Source: an optimization exercise on an open RTL-to-GDS flow (aim: small area and a short achievable clock period). Production flows keep margins and buffers that such runs may drop. In this exercise RTL edits were held to simulation tests only and were not proved equivalent to the original. Power figures rest on the tool's default switching activity, not on a simulated workload.

==> flow/design.v <==
module data_mem_responder (
  input  logic        ck,
  input  logic        rst_n,
  input  logic        is_load,
  input  logic        is_write,
  input  logic [8:0]  load_addr,
  input  logic [8:0]  write_addr,
  input  logic [15:0] data,
  output logic        mem_ready,
  output logic        ld_valid,
  output logic [15:0] ld_data,
  output logic        addr_err,
  output logic [1:0]  dbg_state
);
  logic r_busy, r_busy_o, r_ready, r_t1, r_t2, r_t3, r_st0, r_st1, r_vld, r_err;
  logic w_req, w_acc;
  assign w_req = is_load | is_write;
  assign r_ready = !r_busy;
  assign w_acc = r_ready & w_req;
  logic        r_ld, r_lerr, r_err_any, r_rd_mem, r_wr_mem;
  logic [15:0] r_data;
  logic [7:0]  r_laddr, r_waddr;
  logic        w_lerr, w_werr, w_rd_mem, w_wr_mem;
  assign w_lerr   = load_addr[8];
  assign w_werr   = write_addr[8];
  assign w_wr_mem = is_write & !w_werr;
  assign w_rd_mem = is_load & !w_lerr;
  always_ff @(posedge ck) begin
    if (r_ready) begin
      r_ld      <= is_load;
      r_lerr    <= w_lerr;
      r_err_any <= (is_load & w_lerr) | (is_write & w_werr);
      r_data    <= data;
      r_rd_mem  <= w_rd_mem;
      r_wr_mem  <= w_wr_mem;
      r_laddr   <= load_addr[7:0];
      r_waddr   <= write_addr[7:0];
    end
  end
  logic [255:0] r_sel;
  logic [15:0]  r_whi, r_wlo;
  logic         r_byp;
  always_ff @(posedge ck) begin
    r_byp <= r_wr_mem & r_rd_mem & (r_laddr == r_waddr);
    for (int w = 0; w < 256; w++)
      r_sel[w] <= r_rd_mem & (r_laddr == 8'(w));
    for (int i = 0; i < 16; i++) begin
      r_whi[i] <= r_wr_mem & (r_waddr[7:4] == 4'(i));
      r_wlo[i] <= (r_waddr[3:0] == 4'(i));
    end
  end
  always_ff @(posedge ck or negedge rst_n) begin
    if (!rst_n) begin
      r_busy   <= 1'b0;
      r_busy_o <= 1'b0;
      r_t1    <= 1'b0;
      r_t2    <= 1'b0;
      r_t3    <= 1'b0;
      r_st0   <= 1'b0;
      r_st1   <= 1'b0;
      r_vld   <= 1'b0;
      r_err   <= 1'b0;
    end else begin
      r_busy   <= (r_busy | w_req) & !r_st1;
      r_busy_o <= w_acc | r_t1 | r_t2 | r_t3;
      r_t1    <= w_acc;
      r_t2    <= r_t1;
      r_t3    <= r_t2;
      r_st0   <= w_acc | r_t1 | r_t2;
      r_st1   <= r_t3;
      r_vld   <= r_t3 & r_ld;
      r_err   <= r_t3 & r_err_any;
    end
  end
  logic [15:0] r_mem [256];
  always_ff @(posedge ck) begin
    for (int w = 0; w < 256; w++)
      if (r_t3 & r_whi[w / 16] & r_wlo[w % 16])
        r_mem[w] <= r_data;
  end
  logic [15:0] w_slice_n [86];
  for (genvar i = 0; i < 85; i++) begin : g_slice
    for (genvar b = 0; b < 16; b++) begin : g_bit
      dmem_aoi222 u_aoi (
        .a0(r_sel[3 * i]),     .b0(r_mem[3 * i][b]),
        .a1(r_sel[3 * i + 1]), .b1(r_mem[3 * i + 1][b]),
        .a2(r_sel[3 * i + 2]), .b2(r_mem[3 * i + 2][b]),
        .y(w_slice_n[i][b])
      );
    end
  end
  assign w_slice_n[85] = ~({16{r_sel[255]}} & r_mem[255]);
  logic [15:0] w_part [8];
  always_comb begin
    for (int k = 0; k < 8; k++)
      w_part[k] = 16'h0;
    for (int i = 0; i < 86; i++)
      w_part[i * 8 / 86] = w_part[i * 8 / 86] | ~w_slice_n[i];
  end
  logic [15:0] r_part [8];
  always_ff @(posedge ck) begin
    for (int k = 0; k < 8; k++)
      r_part[k] <= w_part[k];
  end
  logic [15:0] w_rd;
  assign w_rd = r_byp ? r_data :
                (r_part[0] | r_part[1] | r_part[2] | r_part[3] |
                 r_part[4] | r_part[5] | r_part[6] | r_part[7] |
                 ({16{r_lerr}} & 16'hDEAD));
  logic [15:0] r_ld_data;
  always_ff @(posedge ck or negedge rst_n) begin
    if (!rst_n)
      r_ld_data <= 16'h0;
    else if (r_t3 & r_ld)
      r_ld_data <= w_rd;
  end
  assign mem_ready = !r_busy_o;
  assign ld_valid  = r_vld;
  assign ld_data   = r_ld_data;
  assign addr_err  = r_err;
  assign dbg_state = {r_st1, r_st0};
endmodule
module dmem_aoi222 (
  input  logic a0, b0, a1, b1, a2, b2,
  output logic y
);
  assign y = ~((a0 & b0) | (a1 & b1) | (a2 & b2));
endmodule
export LEC_CHECK = 0
export ABC_CLOCK_PERIOD_IN_PS = 1500
export CAP_MARGIN = 20
export CORE_MARGIN = 2
export CORE_UTILIZATION = 62
export CTS_BUF_LIST = sky130_fd_sc_hd__clkbuf_8 sky130_fd_sc_hd__clkbuf_16
export CTS_CLUSTER_DIAMETER = 100
export CTS_CLUSTER_SIZE = 26
export SETUP_SLACK_MARGIN = 2.05
export SLEW_MARGIN = 20
export SYNTH_HIERARCHICAL = 1
export SYNTH_MEMORY_MAX_BITS = 8192
export TNS_END_PERCENT = 20
create_clock -name core_clock -period 4.0 [get_ports {ck}]
standard.sh (not shown) runs the stock make flow with config.mk's settings and CLKGATE_MAP_FILE= SYNTH_SCRIPT=/design/flow/synth_recipe.tcl, a recipe that flattens the netlist after the stock synthesis.
==> flow/flow/run.sh <==
#!/bin/bash
# Standard layout with three changes: footprint-free resizing (so repair_timing can resize
# the port buffers), more antenna-repair iterations, and, between placement and CTS, the
# output-port flip-flops moved next to their port buffers at the pins.
set -euo pipefail
VARS="MATCH_CELL_FOOTPRINT=0 MAX_REPAIR_ANTENNAS_ITER_GRT=15 MAX_REPAIR_ANTENNAS_ITER_DRT=15"
bash standard.sh $VARS place > flow_make_place.log 2>&1
RESULTS=$PWD/orfs/results/$FLOW_PLATFORM/data_mem_responder/base openroad -no_init -exit flow/place_outputs.tcl > flow_place_outputs.log 2>&1
bash standard.sh $VARS finish > flow_make_finish.log 2>&1
Other scripts of this flow, unchanged in this note and not shown: flow/flow/move_out.tcl, flow/flow/place_outputs.tcl
Edit:
--- a/flow/design.v
+++ b/flow/design.v
@@ -14,39 +14,42 @@
 );
   logic r_busy, r_busy_o, r_ready, r_t1, r_t2, r_t3, r_st0, r_st1, r_vld, r_err;
   logic w_req, w_acc;
   assign w_req = is_load | is_write;
   assign r_ready = !r_busy;
   assign w_acc = r_ready & w_req;
-  logic        r_ld, r_lerr, r_err_any, r_rd_mem, r_wr_mem;
+  logic        r_ld, r_lerr, r_err_any, r_wr_mem;
   logic [15:0] r_data;
-  logic [7:0]  r_laddr, r_waddr;
+  logic [15:0] r_rhi, r_rlo;      
+  logic [7:0]  r_waddr;
   logic        w_lerr, w_werr, w_rd_mem, w_wr_mem;
   assign w_lerr   = load_addr[8];
   assign w_werr   = write_addr[8];
   assign w_wr_mem = is_write & !w_werr;
   assign w_rd_mem = is_load & !w_lerr;
   always_ff @(posedge ck) begin
     if (r_ready) begin
       r_ld      <= is_load;
       r_lerr    <= w_lerr;
       r_err_any <= (is_load & w_lerr) | (is_write & w_werr);
       r_data    <= data;
-      r_rd_mem  <= w_rd_mem;
       r_wr_mem  <= w_wr_mem;
-      r_laddr   <= load_addr[7:0];
       r_waddr   <= write_addr[7:0];
+      for (int i = 0; i < 16; i++) begin
+        r_rhi[i] <= w_rd_mem & (load_addr[7:4] == 4'(i));
+        r_rlo[i] <= (load_addr[3:0] == 4'(i));
+      end
     end
   end
   logic [255:0] r_sel;
   logic [15:0]  r_whi, r_wlo;
   logic         r_byp;
   always_ff @(posedge ck) begin
-    r_byp <= r_wr_mem & r_rd_mem & (r_laddr == r_waddr);
+    r_byp <= r_wr_mem & r_rhi[r_waddr[7:4]] & r_rlo[r_waddr[3:0]];
     for (int w = 0; w < 256; w++)
-      r_sel[w] <= r_rd_mem & (r_laddr == 8'(w));
+      r_sel[w] <= r_rhi[w / 16] & r_rlo[w % 16];
     for (int i = 0; i < 16; i++) begin
       r_whi[i] <= r_wr_mem & (r_waddr[7:4] == 4'(i));
       r_wlo[i] <= (r_waddr[3:0] == 4'(i));
     end
   end
   always_ff @(posedge ck or negedge rst_n) begin
First-iteration DRC count went up by 0.82%; area after synthesis climbs by 0.72%; clock power is about the same; via count grows by 1.8%; wire length goes up by 2.7%; power is higher by 5.8%; die area rises by 0.72%; critical path depth is lower by 4; fmax came out higher by 3.5%; design area goes up by 1.1%; worst hold slack gets worse by 0.33 ns; register-to-register slack gets better by 0.10 ns.

---

Setup of the reference run:
Starts from the design.v that is shown in full above.
==> flow/config.mk <==
export PLATFORM = sky130hd
export DESIGN_NAME = data_mem_responder
export DESIGN_NICKNAME = data_mem_responder
export VERILOG_FILES = /design/flow/design.v
export SDC_FILE = /design/flow/constraint.sdc
export NUM_CORES = 4
export LEC_CHECK = 0
export ABC_CLOCK_PERIOD_IN_PS = 1500
export CAP_MARGIN = 20
export CORE_MARGIN = 2
export CORE_UTILIZATION = 62
export CTS_BUF_LIST = sky130_fd_sc_hd__clkbuf_8 sky130_fd_sc_hd__clkbuf_16
export CTS_CLUSTER_DIAMETER = 100
export CTS_CLUSTER_SIZE = 26
export SETUP_SLACK_MARGIN = 2.05
export SLEW_MARGIN = 20
export SYNTH_HIERARCHICAL = 1
export SYNTH_MEMORY_MAX_BITS = 8192
==> flow/constraint.sdc <==
create_clock -name core_clock -period 4.0 [get_ports {ck}]
set_input_delay 0.8000 -clock core_clock [delete_from_list [all_inputs] [get_ports {ck}]]
set_output_delay 0.8000 -clock core_clock [all_outputs]
set_load 0.01 [all_outputs]
==> flow/flow/move_out.tcl <==
# Place each output port's buffer, and the flip-flop (with any gates between them) that
# drives it, at the port's pin, just inside the core; detailed_placement legalizes them.
set block [ord::get_db_block]
set core [$block getCoreArea]
set cx0 [expr {[$core xMin] + 2000}]; set cx1 [expr {[$core xMax] - 8000}]
set cy0 [expr {[$core yMin] + 2000}]; set cy1 [expr {[$core yMax] - 4000}]
foreach bterm [$block getBTerms] {
  if {[$bterm getIoType] ne "OUTPUT"} { continue }
  set box [lindex [[lindex [$bterm getBPins] 0] getBoxes] 0]
  set x [expr {([$box xMin] + [$box xMax]) / 2}]
  set y [expr {([$box yMin] + [$box yMax]) / 2}]
  set x [expr {max($cx0, min($cx1, $x))}]
  set y [expr {max($cy0, min($cy1, $y))}]
  set net [$bterm getNet]
  set cur ""
  foreach it [$net getITerms] { if {[$it isOutputSignal]} { set cur [$it getInst] } }
  set buf $cur
  if {$buf eq ""} { continue }
  for {set depth 0} {$cur ne "" && $depth < 4} {incr depth} {
    set master [[$cur getMaster] getName]
    $cur setLocation $x $y
    $cur setPlacementStatus PLACED
    puts "port [$bterm getName]: moved [$cur getName] ($master)"
    if {[string match *df* $master]} {
      # also the other loads of the flip-flop's output (the hold mux of an enable register)
      foreach it [$cur getITerms] {
        if {![$it isOutputSignal]} { continue }
        set qn [$it getNet]
        if {$qn eq "NULL" || $qn eq ""} { continue }
        foreach l [$qn getITerms] {
          set li [$l getInst]
          if {$li ne $cur && [[$li getMaster] getName] ne [[$buf getMaster] getName]} {
            $li setLocation $x $y
            $li setPlacementStatus PLACED
            puts "port [$bterm getName]: moved load [$li getName] ([[$li getMaster] getName])"
          }
        }
      }
      break
    }
    set innet ""
    foreach it [$cur getITerms] {
      if {[$it isInputSignal] && [[$it getMTerm] getSigType] eq "SIGNAL"} { set innet [$it getNet] }
    }
    set cur ""
    if {$innet ne "" && $innet ne "NULL"} {
      foreach it [$innet getITerms] { if {[$it isOutputSignal]} { set cur [$it getInst] } }
    }
  }
}
==> flow/flow/place_outputs.tcl <==
# Runs between ORFS's place and cts steps: puts the output-port flip-flops next to their
# port buffers at the pins (move_out.tcl), legalizes, and writes 3_place.odb back.
set odb $::env(RESULTS)/3_place.odb
read_db $odb
source [file join [file dirname [info script]] move_out.tcl]
detailed_placement
check_placement -verbose
write_db $odb
Scripts as last shown in full above: flow/flow/run.sh
Setup changes, the reference run to the trial run
-- flow/design.v --
<<< the reference run, line 18
  assign r_ready = !r_busy;
  assign w_acc = r_ready & w_req;
  logic        r_ld, r_lerr, r_err_any, r_rd_mem, r_wr_mem;
  logic [15:0] r_data;
  logic [7:0]  r_laddr, r_waddr;
  logic        w_lerr, w_werr, w_rd_mem, w_wr_mem;
  assign w_lerr   = load_addr[8];
  assign w_werr   = write_addr[8];
  assign w_wr_mem = is_write & !w_werr;
  assign w_rd_mem = is_load & !w_lerr;
  always_ff @(posedge ck) begin
    if (r_ready) begin
>>> the trial run, line 18
  assign r_ready = !r_busy;
  assign w_acc = r_ready & w_req;
  logic        r_ld, r_lerr, r_err_any, r_byp, r_rd_mem, r_wr_mem;
  logic [15:0] r_data;
  logic [7:0]  r_laddr, r_waddr;
  logic        w_lerr, w_werr, w_byp, w_rd_mem, w_wr_mem;
  assign w_lerr   = load_addr[8];
  assign w_werr   = write_addr[8];
  assign w_wr_mem = is_write & !w_werr;
  assign w_byp    = w_wr_mem & !w_lerr & (load_addr[7:0] == write_addr[7:0]);
  assign w_rd_mem = is_load & !w_lerr & !w_byp;
  always_ff @(posedge ck) begin
    if (r_ready) begin
<<< the reference run, line 31
      r_lerr    <= w_lerr;
      r_err_any <= (is_load & w_lerr) | (is_write & w_werr);
      r_data    <= data;
      r_rd_mem  <= w_rd_mem;
>>> the trial run, line 32
      r_lerr    <= w_lerr;
      r_err_any <= (is_load & w_lerr) | (is_write & w_werr);
      r_byp     <= w_byp;
      r_data    <= data;
      r_rd_mem  <= w_rd_mem;
<<< the reference run, line 40
  logic [255:0] r_sel;
  logic [15:0]  r_whi, r_wlo;
  logic         r_byp;
  always_ff @(posedge ck) begin
    r_byp <= r_wr_mem & r_rd_mem & (r_laddr == r_waddr);
    for (int w = 0; w < 256; w++)
      r_sel[w] <= r_rd_mem & (r_laddr == 8'(w));
>>> the trial run, line 42
  logic [255:0] r_sel;
  logic [15:0]  r_whi, r_wlo;
  always_ff @(posedge ck) begin
    for (int w = 0; w < 256; w++)
      r_sel[w] <= r_rd_mem & (r_laddr == 8'(w));
<<< the reference run, line 104
  end
  logic [15:0] w_rd;
  assign w_rd = r_byp ? r_data :
                (r_part[0] | r_part[1] | r_part[2] | r_part[3] |
                 r_part[4] | r_part[5] | r_part[6] | r_part[7] |
                 ({16{r_lerr}} & 16'hDEAD));
  logic [15:0] r_ld_data;
  always_ff @(posedge ck or negedge rst_n) begin
>>> the trial run, line 104
  end
  logic [15:0] w_rd;
  assign w_rd = r_part[0] | r_part[1] | r_part[2] | r_part[3] |
                r_part[4] | r_part[5] | r_part[6] | r_part[7] |
                ({16{r_byp}} & r_data) | ({16{r_lerr}} & 16'hDEAD);
  logic [15:0] r_ld_data;
  always_ff @(posedge ck or negedge rst_n) begin
[summary]
The trial run | stages: all done | timing, DRC, antenna: all pass. Side by side, synthesized cell count turned out lower in the trial run than in the reference run. For ratio of final minimum period to clock period, the reference run and the trial run come out practically identical. Between the reference run and the trial run, the flow reports clock-buffer cell count decreasing slightly. Summary: with the reference run as the reference, design area in the trial run moved up slightly. For the routed length per placed instance, the trial run came in 0.61 microns lower than the reference run did. NOTE: setup slack in the trial run falls short of that of the reference run. For the trial run, the launch point of the critical path was r_ld_data[6]$_DFFE_PN0P_, unlike the reference run, where it was r_ld_data[14]$_DFFE_PN0P_. In the metrics for the reference run and the trial run, the one carrying the higher pre-CTS setup slack is the reference run. The reference run -> the trial run: total power flat. Compared to the reference run, the router laid down less metal wire for the trial run. Going from the reference run to the trial run, via-per-instance ratio lost 0.13, via count lost 1.5%, number of diodes lost about 50%. Taking the reference run as the reference, in the trial run maximum clock frequency was more or less identical, area share of xor/xnor cells in the synthesized design held steady.

## what the ideal ports hide
The flow's constraints put no driver on any port. The routed layouts listed below were extracted and timed again, unchanged, in two steps. Step 1 assumes that a clkbuf_16 drives the clock port and a buf_2 every other input. Step 2 times the ports against the registers' clock, not the clock port: input delays grow and output delays shrink by t, the midpoint of the rising clock arrivals with the driver on. Slacks: no drivers / after step 1 / after step 2; pairs: no drivers / after step 1.
run	shift t [ns]	setup slack, ns	hold WS [ns]	worst setup path at the end
the first run of note 1	0.976	1.637 / 1.637 / 1.629	0.380 / 0.342 / 0.409	input to register
the second run of note 1	0.960	1.717 / 1.625 / 1.083	0.054 / 0.002 / 0.392	input to register
the reference run	0.985	1.754 / 1.643 / 1.624	0.387 / 0.329 / 0.406	input to register
the trial run	0.964	1.750 / 1.655 / 1.191	0.377 / 0.358 / 0.414	input to register
After both steps setup and hold are still met in every run listed. For the second run of note 1, which loses most, drivers alone change the setup slack by -0.092 ns; drivers and shift together by -0.634 ns.
